This design comes from an exercise in tuning for small area, a short achievable clock period and few clock cycles on the open sky130 flow, not from production work. The RTL was checked by simulation tests, not by an equivalence proof against the original design. Power figures rest on the tool's default switching activity, not on a simulated workload.

the previous run:
## mips_multicycle
module mips_multicycle #(
  parameter logic [31:0] RESET_PC = 32'h0000_0000,
  parameter int          NUM_REGS = 32
) (
  input  logic        clk,
  input  logic        rst,
  output logic        mem_req,
  output logic        mem_we,
  output logic [31:0] mem_addr,
  output logic [31:0] mem_wdata,
  input  logic [31:0] mem_rdata,
  input  logic        mem_ready,
  output logic [31:0] pc,
  output logic        illegal
);
Size: about 1200 flip-flops, roughly 59000 um2 of cells after synthesis.
clock: 10.0 ns
lec_check: 0
cap_margin: 20
core_margin: 2
core_utilization: 45
cts_buf_list: sky130_fd_sc_hd__clkbuf_16
cts_cluster_diameter: 80
cts_cluster_size: 22
place_density: 0.5
setup_slack_margin: 5
slew_margin: 20
synth_hierarchical: 1
synth_minimum_keep_size: 0
run.sh (not shown) runs the stock make flow with config.mk's settings and CLKGATE_MAP_FILE= SYNTH_SCRIPT=/design/flow/synth_recipe.tcl, a recipe that flattens the netlist after the stock synthesis.
Testbench counts of the previous run, summed over its fixed seeds: cycles 62,263.
diff inputs: the previous run => the current run
Settings: PLACE_DENSITY changed from 0.5 to 0.45; CORE_UTILIZATION changed from 45 to 40.
[summary]
The current run: no failed stages, no open violations at the end
The lower sequential fraction of total cell area came out of the current run.
Reported for the current run and the previous run, mean cell area of the mapped netlist turned out identical to the last digit.
Against the previous run, the current run reports a combinational share of power that is higher.
The lower number of diodes added for antenna fixing of the current run and the previous run is in the current run.
Comparing the current run and the previous run, post-layout minimum cycle time is higher on the current run.
Compared with the previous run, in the current run worst setup margin shrank by 68 ps; fraction of area in clock buffers and inverters essentially unchanged.
Taking the previous run as the reference, in the current run power per standard cell area now sits lower, buffer count excluding the clock tree in the final layout now sits higher, share of the core filled with cells now sits lower, wire length now sits higher.


== old ==
Another version of the RTL of mips_multicycle (not shown whole).
Size: ~1200 flip-flops, about 130 I/O pins, roughly 57000 um^2 of cells after synthesis.
Settings: LEC_CHECK=0, CAP_MARGIN=20, CORE_MARGIN=2, CORE_UTILIZATION=40, PLACE_DENSITY=0.45, SETUP_SLACK_MARGIN=5, SLEW_MARGIN=20, SYNTH_HIERARCHICAL=1, SYNTH_MINIMUM_KEEP_SIZE=0; clock period 10.0 ns.
Testbench counts of old, summed over its fixed seeds: cycles 62,263.
What new does differently from old at the input level:
- a change of CORE_UTILIZATION from 40 to 35
- a deleted PLACE_DENSITY that had been 0.45
Notes after the runs:
- new does worse than old on number of DRC markers after the initial detailed-route iteration.
- Looking at old and new, the number of multi-input combinational cells in the layout is a wash.
- A start point of the critical path of mem_rdata[17] is what old shows, while mem_rdata[20] belongs to new.
- new — slack of the critical path 0.023 ns higher, old as reference
- Share of total power in the clock network: new < old
- Combined flip-flop and latch cell area: old vs new — no meaningful difference
- Comparing the two runs side by side, new comes out ahead of old on final critical delay including setup and external delays.
- Measured against each other, old and new differ in final total power, the lower figure coming from new.
- Compared with old, in new remaining max-slew budget at the tightest pin saw an increase; number of vias after detailed routing saw an increase.


mips_multicycle, a different RTL version from the one above (not shown whole).
For scale: ~130 I/O pins.
export LEC_CHECK = 0
export CAP_MARGIN = 20
export CORE_MARGIN = 2
export CORE_UTILIZATION = 40
export CTS_BUF_LIST = sky130_fd_sc_hd__clkbuf_16
export CTS_CLUSTER_DIAMETER = 80
export CTS_CLUSTER_SIZE = 22
export PLACE_DENSITY = 0.45
export SETUP_SLACK_MARGIN = 5
export SLEW_MARGIN = 20
export SYNTH_HIERARCHICAL = 1
export SYNTH_MINIMUM_KEEP_SIZE = 0
create_clock -name core_clock -period 10.0 [get_ports {clk}]
The baseline finished with timing, DRC and antenna clean.
Testbench counts at the start, summed over its fixed seeds: cycles 62,263.
==> next run, changes <==
--- a/flow/config.mk
+++ b/flow/config.mk
@@ -8,9 +8,9 @@
 export CAP_MARGIN = 20
 export CORE_MARGIN = 2
-export CORE_UTILIZATION = 40
+export CORE_UTILIZATION = 45
 export CTS_BUF_LIST = sky130_fd_sc_hd__clkbuf_16
 export CTS_CLUSTER_DIAMETER = 80
 export CTS_CLUSTER_SIZE = 22
-export PLACE_DENSITY = 0.45
+export PLACE_DENSITY = 0.5
 export SETUP_SLACK_MARGIN = 5
 export SLEW_MARGIN = 20
Sequential share of layout area rose by 0.15 points.
Power fell by 1.5%.
Die area fell by 11%.
Area after synthesis stays the same.
Cell area hardly moves.
Maximum frequency rose by 1.0%.
Worst setup slack is better by 0.052 ns.

what the ideal ports hide:
The results above use ideal ports. As a check the final layouts listed here were re-extracted and re-timed, cells and wires unchanged.
Step 1 assumes that a clkbuf_16 drives the clock port and a buf_2 every other input.
Step 2 also shifts input and output timing later by t, the mid clock arrival at the registers, as if the neighbouring blocks saw the same clock.
Three values: no drivers, after step 1, after step 2; two values: the first two.
run | t (ns) | setup slack, ns | worst setup path after step 2 | latest minus earliest clock arrival (ns) | worst slew at a driven data input, ns
the previous run | 0.774 | 4.932 / 4.861 / 4.182 | input to register | 0.057 / 0.058 | 0.07
the current run | 0.779 | 4.864 / 4.775 / 4.157 | input to register | 0.060 / 0.060 | 0.11
old | 0.867 | 4.263 / 4.259 / 3.393 | input to register | 0.041 / 0.041 | 0.09
new | 0.869 | 4.286 / 4.327 / 3.457 | input to register | 0.037 / 0.037 | 0.06
the first run of note 3 | 0.793 | 4.866 / 4.892 / 4.111 | input to register | 0.059 / 0.059 | 0.06
the second run of note 3 | 0.774 | 4.918 / 4.953 / 4.179 | input to register | 0.064 / 0.064 | 0.08
After both steps setup and hold are still met in every run listed. For old, which loses most, drivers alone change the setup slack by -0.004 ns; drivers and shift together by -0.870 ns.
